Context: an optimization exercise on an open-source flow, tuned for small area and a short achievable clock period. The choices shown serve that exercise and are no tape-out recipe. Function was checked by simulation only, so behaviour that the tests miss may differ from the original. Power and IR drop assume default switching activity.

<file path="design/flow/run.sh">
#!/bin/bash
# synth_recipe.tcl (not shown) runs the flow's synth.tcl, then flattens the netlist and writes it again
# the make line also repeats each setting of config.mk as NAME=value (left out here)
make -C /OpenROAD-flow-scripts/flow DESIGN_CONFIG=/design/flow/config.mk WORK_HOME=/design/flow/orfs CLKGATE_MAP_FILE= SYNTH_SCRIPT=/design/flow/synth_recipe.tcl finish
</file>
<file path="design/flow/config.mk">
export PLATFORM = sky130hd
export DESIGN_NAME = dec_top
export DESIGN_NICKNAME = dec_top
export VERILOG_FILES = /design/flow/design.v
export SDC_FILE = /design/flow/constraint.sdc
export NUM_CORES = 4
export LEC_CHECK = 0
export CAP_MARGIN = 20
export CORE_MARGIN = 2
export CORE_UTILIZATION = 25
export PLACE_DENSITY = 0.4
export SLEW_MARGIN = 20
</file>
<file path="design/flow/constraint.sdc">
create_clock -name core_clock -period 5.5 [get_ports {clk}]
set_input_delay 1.1000 -clock core_clock [delete_from_list [all_inputs] [get_ports {clk}]]
set_output_delay 1.1000 -clock core_clock [all_outputs]
set_load 0.01 [all_outputs]
</file>
<file path="design/flow/design.v">
`default_nettype none
package dec_pkg;
   typedef enum logic [2:0] {
      CLS_ALU     = 3'd0,                
      CLS_LOAD    = 3'd1,
      CLS_STORE   = 3'd2,
      CLS_BRANCH  = 3'd3,
      CLS_JUMP    = 3'd4,                
      CLS_ILLEGAL = 3'd7                 
   } dec_class_t;
   typedef struct packed {
      logic [31:0] instr;                
   } fetch_pkt_t;
   typedef struct packed {
      dec_class_t                  cls;        
      logic [5-1:0]     rd;         
      logic                        rd_en;      
      logic [32-1:0]        rs1_data;   
      logic [32-1:0]        rs2_data;   
      logic [32-1:0]        imm;        
      logic [2-1:0]     load_tag;   
   } dec_pkt_t;
endpackage
`default_nettype wire
`timescale 1ns/1ps
`default_nettype none
module dec_pipe_stage #(
   parameter int WIDTH = 32
) (
   input  logic     clk,
   input  logic     reset,
   input  logic     in_valid,           
   output logic     in_ready,           
   input  logic [WIDTH-1:0] in_data,
   output logic     out_valid,          
   input  logic     out_ready,          
   output logic [WIDTH-1:0] out_data
);
   logic     valid_q;                   
   logic [WIDTH-1:0] data_q;            
   assign in_ready  = ~valid_q | out_ready;
   assign out_valid = valid_q;
   assign out_data  = data_q;
   always_ff @(posedge clk) begin
      if (reset) begin
         valid_q <= 1'b0;
      end else if (in_ready) begin
         valid_q <= in_valid;           
      end
   end
   always_ff @(posedge clk) begin
      if (in_valid & in_ready) begin
         data_q <= in_data;
      end
   end
endmodule
`default_nettype wire
`timescale 1ns/1ps
`default_nettype none
module dec_decode_ctl (
   input  dec_pkg::fetch_pkt_t      instr,
   input  logic                     in_valid,
   output logic                     in_ready,
   output logic [5-1:0]  gpr_raddr1,  
   output logic [5-1:0]  gpr_raddr2,  
   input  logic [32-1:0]     gpr_rdata1,  
   input  logic [32-1:0]     gpr_rdata2,  
   input  logic [32-1:0]    busy_regs,   
   input  logic                     tag_free,    
   input  logic [2-1:0]  alloc_tag,   
   output logic                     load_go,     
   output logic [5-1:0]  alloc_rd,
   output dec_pkg::dec_pkt_t        pkt,
   output logic                     pkt_valid,
   input  logic                     pkt_ready
);
   logic [31:0]             ins;
   logic [5-1:0] rs1, rs2, rd;
   logic                    use_rs1, use_rs2, rd_en, is_load;
   logic [32-1:0]    imm_i, imm_s, imm_b, imm_u, imm_j;
   logic                    stall;
   dec_pkg::dec_class_t     cls;
   logic [32-1:0]    imm;
   assign ins = instr.instr;
   assign rs1 = ins[19:15];
   assign rs2 = ins[24:20];
   assign rd  = ins[11:7];
   assign imm_i = {{20{ins[31]}}, ins[31:20]};
   assign imm_s = {{20{ins[31]}}, ins[31:25], ins[11:7]};
   assign imm_b = {{19{ins[31]}}, ins[31], ins[7], ins[30:25], ins[11:8], 1'b0};
   assign imm_u = {ins[31:12], 12'b0};
   assign imm_j = {{11{ins[31]}}, ins[31], ins[19:12], ins[20], ins[30:21], 1'b0};
   always_comb begin
      cls     = dec_pkg::CLS_ILLEGAL;   
      use_rs1 = 1'b0;
      use_rs2 = 1'b0;
      rd_en   = 1'b0;
      imm     = '0;
      case (ins[6:0])
         7'b0010011: begin cls = dec_pkg::CLS_ALU;    use_rs1 = 1'b1; rd_en = 1'b1; imm = imm_i; end
         7'b0110011:     begin cls = dec_pkg::CLS_ALU;    use_rs1 = 1'b1; use_rs2 = 1'b1; rd_en = 1'b1; end
         7'b0110111:    begin cls = dec_pkg::CLS_ALU;    rd_en = 1'b1; imm = imm_u; end
         7'b0000011:   begin cls = dec_pkg::CLS_LOAD;   use_rs1 = 1'b1; rd_en = 1'b1; imm = imm_i; end
         7'b0100011:  begin cls = dec_pkg::CLS_STORE;  use_rs1 = 1'b1; use_rs2 = 1'b1; imm = imm_s; end
         7'b1100011: begin cls = dec_pkg::CLS_BRANCH; use_rs1 = 1'b1; use_rs2 = 1'b1; imm = imm_b; end
         7'b1101111:    begin cls = dec_pkg::CLS_JUMP;   rd_en = 1'b1; imm = imm_j; end
         default: ;
      endcase
   end
   assign is_load = (cls == dec_pkg::CLS_LOAD);
   assign stall = (use_rs1 & busy_regs[rs1]) |
                  (use_rs2 & busy_regs[rs2]) |
                  (rd_en   & busy_regs[rd])  |
                  (is_load & ~tag_free);
   assign pkt_valid = in_valid & ~stall;
   assign in_ready  = pkt_ready & ~stall;      
   assign load_go   = in_valid & in_ready & is_load;
   assign alloc_rd  = rd;
   assign gpr_raddr1 = rs1;
   assign gpr_raddr2 = rs2;
   assign pkt.cls      = cls;
   assign pkt.rd       = rd_en ? rd : '0;
   assign pkt.rd_en    = rd_en;
   assign pkt.rs1_data = use_rs1 ? gpr_rdata1 : '0;
   assign pkt.rs2_data = use_rs2 ? gpr_rdata2 : '0;
   assign pkt.imm      = imm;
   assign pkt.load_tag = is_load ? alloc_tag : '0;
endmodule
`default_nettype wire
`timescale 1ns/1ps
`default_nettype none
module dec_nbload_ctl (
   input  logic                     clk,
   input  logic                     reset,
   input  logic                     load_go,           
   input  logic [5-1:0]  alloc_rd,          
   output logic [2-1:0]  alloc_tag,         
   output logic                     tag_free,
   output logic [32-1:0]    busy_regs,
   input  logic                     load_data_valid,   
   input  logic [2-1:0]  load_data_tag,
   output logic                     load_wen,          
   output logic [5-1:0]  load_waddr
);
   logic [4-1:0] tag_valid;                          
   logic [5-1:0]      tag_rd [4];         
   assign tag_free = ~&tag_valid;
   always_comb begin
      alloc_tag = '0;
      busy_regs = '0;
      for (int i = 4 - 1; i >= 0; i--) begin
         if (!tag_valid[i]) alloc_tag = 2'(i);    
         if (tag_valid[i])  busy_regs[tag_rd[i]] = 1'b1;
      end
      busy_regs[0] = 1'b0;              
   end
   assign load_wen   = load_data_valid & tag_valid[load_data_tag];
   assign load_waddr = tag_rd[load_data_tag];
   always_ff @(posedge clk) begin
      if (reset) begin
         tag_valid <= '0;
      end else begin
         if (load_data_valid) tag_valid[load_data_tag] <= 1'b0;
         if (load_go)         tag_valid[alloc_tag]     <= 1'b1;   
      end
   end
   always_ff @(posedge clk) begin
      if (load_go) tag_rd[alloc_tag] <= alloc_rd;
   end
endmodule
`default_nettype wire
`timescale 1ns/1ps
`default_nettype none
module dec_gpr_ctl (
   input  logic                     clk,
   input  logic                     reset,
   input  logic [5-1:0]  gpr_raddr1,   
   input  logic [5-1:0]  gpr_raddr2,
   output logic [32-1:0]     gpr_rdata1,
   output logic [32-1:0]     gpr_rdata2,
   input  logic                     dbg_req,      
   input  logic                     dbg_we,
   input  logic [5-1:0]  dbg_addr,
   input  logic [32-1:0]     dbg_wdata,
   output logic                     dbg_grant,
   output logic [32-1:0]     dbg_rdata,
   input  logic                     alu_wen,      
   input  logic [5-1:0]  alu_waddr,
   input  logic [32-1:0]     alu_wdata,
   input  logic                     load_wen,
   input  logic [5-1:0]  load_waddr,
   input  logic [32-1:0]     load_data,
   input  logic                     div_wen,      
   input  logic [5-1:0]  div_waddr,
   input  logic [32-1:0]     div_wdata
);
   logic [32-1:0] regs [32];
   logic                 dbg_wen;
   assign gpr_rdata1 = (gpr_raddr1 == '0) ? '0 : regs[gpr_raddr1];
   assign gpr_rdata2 = (gpr_raddr2 == '0) ? '0 : regs[gpr_raddr2];
   assign dbg_rdata  = (dbg_addr == '0)   ? '0 : regs[dbg_addr];
   assign dbg_grant = dbg_req & ~alu_wen & ~load_wen & ~div_wen;
   assign dbg_wen   = dbg_grant & dbg_we;
   always_ff @(posedge clk) begin
      if (reset) begin
         for (int i = 0; i < 32; i++) begin
            regs[i] <= '0;              
         end
      end else begin
         if (alu_wen)  regs[alu_waddr]  <= alu_wdata;
         if (load_wen) regs[load_waddr] <= load_data;
         if (div_wen)  regs[div_waddr]  <= div_wdata;
         if (dbg_wen)  regs[dbg_addr]   <= dbg_wdata;    
      end
   end
endmodule
`default_nettype wire
`timescale 1ns/1ps
`default_nettype none
module dec_dbg_wb (
   input  logic                     clk,
   input  logic                     reset,
   input  logic                     wb_cyc,
   input  logic                     wb_stb,
   input  logic                     wb_we,
   input  logic [5-1:0]  wb_adr,      
   input  logic [32-1:0]     wb_wdata,
   output logic [32-1:0]     wb_rdata,
   output logic                     wb_ack,      
   output logic                     dbg_req,
   output logic                     dbg_we,
   output logic [5-1:0]  dbg_addr,
   output logic [32-1:0]     dbg_wdata,
   input  logic                     dbg_grant,
   input  logic [32-1:0]     dbg_rdata
);
   logic                 ack_q;
   logic [32-1:0] rdata_q;               
   assign dbg_req   = wb_cyc & wb_stb & ~ack_q;
   assign dbg_we    = wb_we;
   assign dbg_addr  = wb_adr;
   assign dbg_wdata = wb_wdata;
   assign wb_ack   = ack_q;
   assign wb_rdata = rdata_q;
   always_ff @(posedge clk) begin
      if (reset) ack_q <= 1'b0;
      else       ack_q <= dbg_grant;            
   end
   always_ff @(posedge clk) begin
      if (dbg_grant) rdata_q <= dbg_rdata;
   end
endmodule
`default_nettype wire
`timescale 1ns/1ps
`default_nettype none
module dec_top (
   input  logic                     clk,
   input  logic                     reset,
   input  logic                     fetch_valid,
   input  logic [31:0]              fetch_instr,
   output logic                     fetch_ready,
   output logic                     dec_valid,
   input  logic                     dec_ready,
   output logic [2:0]               dec_class,
   output logic [5-1:0]  dec_rd,
   output logic                     dec_rd_en,
   output logic [32-1:0]     dec_rs1_data,
   output logic [32-1:0]     dec_rs2_data,
   output logic [32-1:0]     dec_imm,
   output logic [2-1:0]  dec_load_tag,
   input  logic                     alu_wen,
   input  logic [5-1:0]  alu_waddr,
   input  logic [32-1:0]     alu_wdata,
   input  logic                     load_data_valid,
   input  logic [2-1:0]  load_data_tag,
   input  logic [32-1:0]     load_data,
   input  logic                     div_wen,
   input  logic [5-1:0]  div_waddr,
   input  logic [32-1:0]     div_wdata,
   input  logic                     wb_cyc,
   input  logic                     wb_stb,
   input  logic                     wb_we,
   input  logic [5-1:0]  wb_adr,
   input  logic [32-1:0]     wb_wdata,
   output logic [32-1:0]     wb_rdata,
   output logic                     wb_ack
);
   dec_pkg::fetch_pkt_t          buf_data;
   dec_pkg::dec_pkt_t            dec_pkt, out_pkt;
   logic                         buf_valid, buf_ready, pkt_valid, pkt_ready;
   logic [32-1:0]        busy_regs;
   logic                         tag_free, load_go, load_wen;
   logic [2-1:0]      alloc_tag;
   logic [5-1:0]      alloc_rd, load_waddr;
   logic [5-1:0]      gpr_raddr1, gpr_raddr2, dbg_addr;
   logic [32-1:0]         gpr_rdata1, gpr_rdata2, dbg_wdata, dbg_rdata;
   logic                         dbg_req, dbg_we, dbg_grant;
   dec_pipe_stage #(.WIDTH(32)) fetch_buf (
      .clk, .reset, .in_valid(fetch_valid), .in_ready(fetch_ready),
      .in_data(fetch_instr),
      .out_valid(buf_valid), .out_ready(buf_ready), .out_data(buf_data));
   dec_decode_ctl decode (
      .instr(buf_data), .in_valid(buf_valid), .in_ready(buf_ready),
      .gpr_raddr1, .gpr_raddr2, .gpr_rdata1, .gpr_rdata2,
      .busy_regs, .tag_free, .alloc_tag, .load_go, .alloc_rd,
      .pkt(dec_pkt), .pkt_valid, .pkt_ready);
   dec_pipe_stage #(.WIDTH(107)) out_stage (
      .clk, .reset, .in_valid(pkt_valid), .in_ready(pkt_ready), .in_data(dec_pkt),
      .out_valid(dec_valid), .out_ready(dec_ready), .out_data(out_pkt));
   dec_nbload_ctl nbload (
      .clk, .reset, .load_go, .alloc_rd, .alloc_tag, .tag_free, .busy_regs,
      .load_data_valid, .load_data_tag, .load_wen, .load_waddr);
   dec_gpr_ctl arf (
      .clk, .reset, .gpr_raddr1, .gpr_raddr2, .gpr_rdata1, .gpr_rdata2,
      .dbg_req, .dbg_we, .dbg_addr, .dbg_wdata, .dbg_grant, .dbg_rdata,
      .alu_wen, .alu_waddr, .alu_wdata, .load_wen, .load_waddr, .load_data,
      .div_wen, .div_waddr, .div_wdata);
   dec_dbg_wb dbg_wb (
      .clk, .reset, .wb_cyc, .wb_stb, .wb_we, .wb_adr, .wb_wdata,
      .wb_rdata, .wb_ack,
      .dbg_req, .dbg_we, .dbg_addr, .dbg_wdata, .dbg_grant, .dbg_rdata);
   assign dec_class    = out_pkt.cls;
   assign dec_rd       = out_pkt.rd;
   assign dec_rd_en    = out_pkt.rd_en;
   assign dec_rs1_data = out_pkt.rs1_data;
   assign dec_rs2_data = out_pkt.rs2_data;
   assign dec_imm      = out_pkt.imm;
   assign dec_load_tag = out_pkt.load_tag;
endmodule
`default_nettype wire
</file>
==> summary.md <==
| Metric | Value |
|---|---|
| Outcome | `no timing/DRC/antenna violations` |
| Hold buffer count at cts | `0` |
| Share of final-layout standard cells stronger than drive strength 1 | `0.236` |
| Count of input and output buffers | `roughly 330` |
| Worst ir drop on vdd | `0.194 mV` |
| Number of nets with antenna violations after detailed routing | `0` |
| Pre-Repair DR Iteration Count | `8` |
| WHS Path Cells | `1` |
| Final count of negative-setup-slack endpoints | `0` |
| Unrepaired setup endpoints after global routing | `no` |
| Num ports | `approximately 330` |
| Most common flop cell mapped by yosys | `sky130_fd_sc_hd__edfxtp_1` |
| Leading cell types by count after synthesis | `sky130_fd_sc_hd__edfxtp_1, sky130_fd_sc_hd__nor2_1, sky130_fd_sc_hd__nand2_1, sky130_fd_sc_hd__clkbuf_1, sky130_fd_sc_hd__a22oi_1` |
| DIE HEIGHT | `between 500 and 600 um` |
| Synth top area cells | `sky130_fd_sc_hd__edfxtp_1, sky130_fd_sc_hd__mux4_2, sky130_fd_sc_hd__a22oi_1` |
| Full die area | `351000 sq um` |
| Number of hold violations in the final report | `0` |
| Mean Syn Cell Area | `11.0 sq um` |
| Count of nets after finishing | `8078` |
| CTS HTree Levels | `4` |
| Power density over the cells | `approximately 260 nW/um^2` |
| Most common cell in the synthesized netlist | `sky130_fd_sc_hd__edfxtp_1` |
| Smallest hold slack | `0.512 ns` |
| Type of origin of the critical path | `flip-flop` |
| HP Class | `reg -> reg` |
| Antenna violations before repair | `between 50 and 60` |
| Clock-pin slew reported for the worst setup and hold paths after clock tree synthesis | `0.07 ns` |
| Highest Clock Rate | `0.188 GHz` |
| Post-place instance area | `around 98000 sq um` |
| Minimum period implied by the final worst setup slack | `5.31 ns` |
| Leakage power of the design | `33.5 nW` |
| Crit path kind | `reg -> out` |
| Max-capacitance violation count | `0` |
| Global-route usage over all layers | `0.299` |
| Clock root buffer | `sky130_fd_sc_hd__clkbuf_16` |
| Maximum number of pins on one net before global-route repair | `between 100 and 150` |
| Worst path arrival time | `4.21 ns` |
| Tcrit/Tclk final | `0.966` |
| Total nets after synthesis | `between 8000 and 9000` |
| Synth-to-layout area growth | `19.9%` |
| Number of buffers on the longest clock path | `4` |
| Sequential fraction of the synthesis area | `0.423` |
| Layout Skew | `about 0.095 ns` |
| Latest clock arrival within the worst-skew pair | `between 0.9 and 1 ns` |
| Effective utilization at floorplan | `0.251` |
| Clock buffers created by TritonCTS | `roughly 160` |
| Number of pins with negative max-slew slack in the final report | `0` |
| Final weighted congestion in routability-driven placement | `between 0.9 and 1` |
| Max-Slew Margin vs Limit | `0.0451` |
| Routed length per instance | `approximately 43 um` |
| Number of sinks handled by clock tree synthesis | `~1200` |
| Highest net fanout along the worst path | `5` |
| Power Total | `between 20 and 30 mW` |
| Leftover overflow at the end of global routing | `0` |
| Non-Filler Cell Area, Final | `104000 sq um` |
| Cell area after synthesis | `a little under 90000 sq um` |
| Actual transition at the worst max-transition pin | `around 1.4 ns` |
| First-pass GRT wire length | `just over 700000 um` |
| Crit path capture type | `primary output` |
| Number of flip-flops and latches in the synthesized netlist | `~1200` |
| R2R setup slack | `0.91 ns` |
| DR DRC count | `0` |
| DP HPWL | `approximately 340000 um` |
| Vias in the first global route | `approximately 76000` |
| Required time of the critical path | `about 4.4 ns` |
| Post-synthesis cell type count | `93` |
| Area of the core | `between 300000 and 400000 sq um` |
| Share of Yosys cell area claimed by the top area cell type | `0.421` |
| Largest area contributor in the synthesized netlist | `sky130_fd_sc_hd__edfxtp_1` |
| Synth warn | `6` |
| Sum of routed wire length over all layers | `about 540000 um` |
| Number of cells on the worst reg-to-reg path | `14` |
| TritonCTS clock tree | `yes` |
| Aggregate negative setup slack | `0 ns` |
| DR vias | `~80000` |
| Placement Rows | `216` |
| Post-synth EDFFs | `1215` |
| Post-route core utilization | `0.301` |
| Average via count per standard cell | `approximately 6.3` |
| Horizontal extent of the die | `a little under 600 um` |
| Async SR Flop Fraction | `0` |
| Instance count of the mapped netlist | `7875` |
| Initial detailed-routing violation count | `around 12000` |
flip-flops by register name (all words and copies together), names as in the netlist:
| register | flops |
|---|---|
| arf.regs | 1024 |
| dbg_wb.ack_q | 1 |
| dbg_wb.rdata_q | 32 |
| fetch_buf.data_q | 32 |
| fetch_buf.valid_q | 1 |
| nbload.tag_rd | 20 |
| nbload.tag_valid | 4 |
| out_stage.data_q | 107 |
| out_stage.valid_q | 1 |
routing by layer:
metal,vias to the layer above,wire [um],GRT usage,part of all wire
li1,31173,-,-,-
met1,40824,202000,0.371,0.37
met2,6198,238000,0.453,0.44
met3,1451,62400,0.0942,0.12
met4,22,37800,0.183,0.070
met5,-,224,0.00230,0.00042
power by group:
group | internal, mW | switching [mW] | total [mW]
combinational | 1.69 | 2.96 | 4.65
sequential | 10.7 | 0.342 | 11.0
clock | 6.16 | 4.74 | 10.9
cell families after synthesis:
family	Yosys count	synth area share
mux	1105	0.241
simple gates	2103	0.103
xor+xnor	10	0.00118
compound gates	2350	0.181
buf+inv	1071	0.0494
fa+ha+maj	14	0.00202
flops	1222	0.423
worst paths after layout:
kind / start / end
min: fetch_buf.data_q[13] / out_stage.data_q[15]
min reg2reg: fetch_buf.data_q[13] / out_stage.data_q[15]
max: nbload.tag_rd[0][1] / fetch_ready
max reg2reg: nbload.tag_rd[2][2] / nbload.tag_rd[3][1]
through the flow:
| stage | cells | setup slack [ns] |
|---|---|---|
| 5_1_grt | 12586 | 0.0340 |
| 3_5_place_dp | 12262 | 0.101 |
| 3_3_place_gp | 12262 | 0.145 |
| 2_1_floorplan | 7875 | -0.333 |
| 6_report | 12605 | 0.186 |
| 4_1_cts | 12560 | 0.0163 |
cell usage in the layout (no fill, tap or decap), types with 18 or more instances in the layout:
cell                              instances
sky130_fd_sc_hd__o211ai_1                40
sky130_fd_sc_hd__mux2_2                  65
sky130_fd_sc_hd__buf_12                 144
sky130_fd_sc_hd__mux2i_1                262
sky130_fd_sc_hd__a221oi_1               352
sky130_fd_sc_hd__o21ai_1                214
sky130_fd_sc_hd__nor2_4                  66
sky130_fd_sc_hd__a22oi_1                806
sky130_fd_sc_hd__a211oi_1                39
sky130_fd_sc_hd__buf_2                   36
sky130_fd_sc_hd__nor3_4                  33
sky130_fd_sc_hd__clkbuf_16              166
sky130_fd_sc_hd__edfxtp_1              1215
sky130_fd_sc_hd__and2_1                  18
sky130_fd_sc_hd__nor4_1                  18
sky130_fd_sc_hd__a21o_1                  21
sky130_fd_sc_hd__a21oi_1                148
sky130_fd_sc_hd__nor2_1                 848
sky130_fd_sc_hd__mux4_2                 774
sky130_fd_sc_hd__diode_2                 33
sky130_fd_sc_hd__buf_4                  401
sky130_fd_sc_hd__clkbuf_1                31
sky130_fd_sc_hd__o21ai_4                 32
sky130_fd_sc_hd__o21ai_0                612
sky130_fd_sc_hd__nand2_1                840
sky130_fd_sc_hd__clkdlybuf4s50_1        287
sky130_fd_sc_hd__clkinv_1                39
sky130_fd_sc_hd__inv_1                   24
sky130_fd_sc_hd__clkinv_2                25
sky130_fd_sc_hd__nor3_1                  97
sky130_fd_sc_hd__nand3_1                 31
cell type report:
class | instances | area (sq um)
inverter | 33 | 134
fill | 34895 | 242000
timing repair buffer | 873 | 9010
antenna | 33 | 82.6
clock inverter | 86 | 791
sequential | 1222 | 36600
clock buffer | 197 | 4270
tap | 4578 | 5730
multi-input combinational | 5583 | 47200
repair_timing:
item,4_1_cts,5_1_grt
buffers inserted,14,12
gates cloned,1,0
pin swaps,9,15
setup endpoints to repair,1,1
gates resized for setup,33,44
critical path, cell delays in order (launching register included):
cell and delay, ns:
sky130_fd_sc_hd__edfxtp_1 0.41, sky130_fd_sc_hd__inv_2 0.10, sky130_fd_sc_hd__ha_4 0.17, sky130_fd_sc_hd__nor3b_4 0.22, sky130_fd_sc_hd__buf_12 0.15, sky130_fd_sc_hd__mux2_4 0.37
sky130_fd_sc_hd__buf_4 0.18, sky130_fd_sc_hd__nor3_1 0.41, sky130_fd_sc_hd__nor4_1 0.09, sky130_fd_sc_hd__buf_4 0.18, sky130_fd_sc_hd__mux2i_1 0.14, sky130_fd_sc_hd__o211ai_1 0.11
sky130_fd_sc_hd__nor3_2 0.34, sky130_fd_sc_hd__nor3_4 0.07, sky130_fd_sc_hd__a31o_2 0.27, sky130_fd_sc_hd__buf_2 0.16

==> port drivers added, routing unchanged <==
No port has a modelled driver above. Below, the same layout with a new extraction and two added sets of constraints. Step 1 assumes that a clkbuf_16 drives the clock port and a buf_2 every other input. Step 2 moves the port delays by t, midway between the first and last clock arrival at a register: inputs arrive t later, outputs are due t later. That takes back most of the time a late clock gives input paths. a / b / c = no drivers / after step 1 / after step 2; a / b = the first two.
t (ns): 0.972
slack for setup (ns): 0.186 / 0.083 / -0.097
worst hold slack (ns): 0.512 / 0.512 / 0.512
pins driven straight from the clock port: 1
Met with ideal ports but missed after step 2: setup timing in this run. For this run, drivers alone change the setup slack by -0.103 ns; drivers and shift together by -0.283 ns.
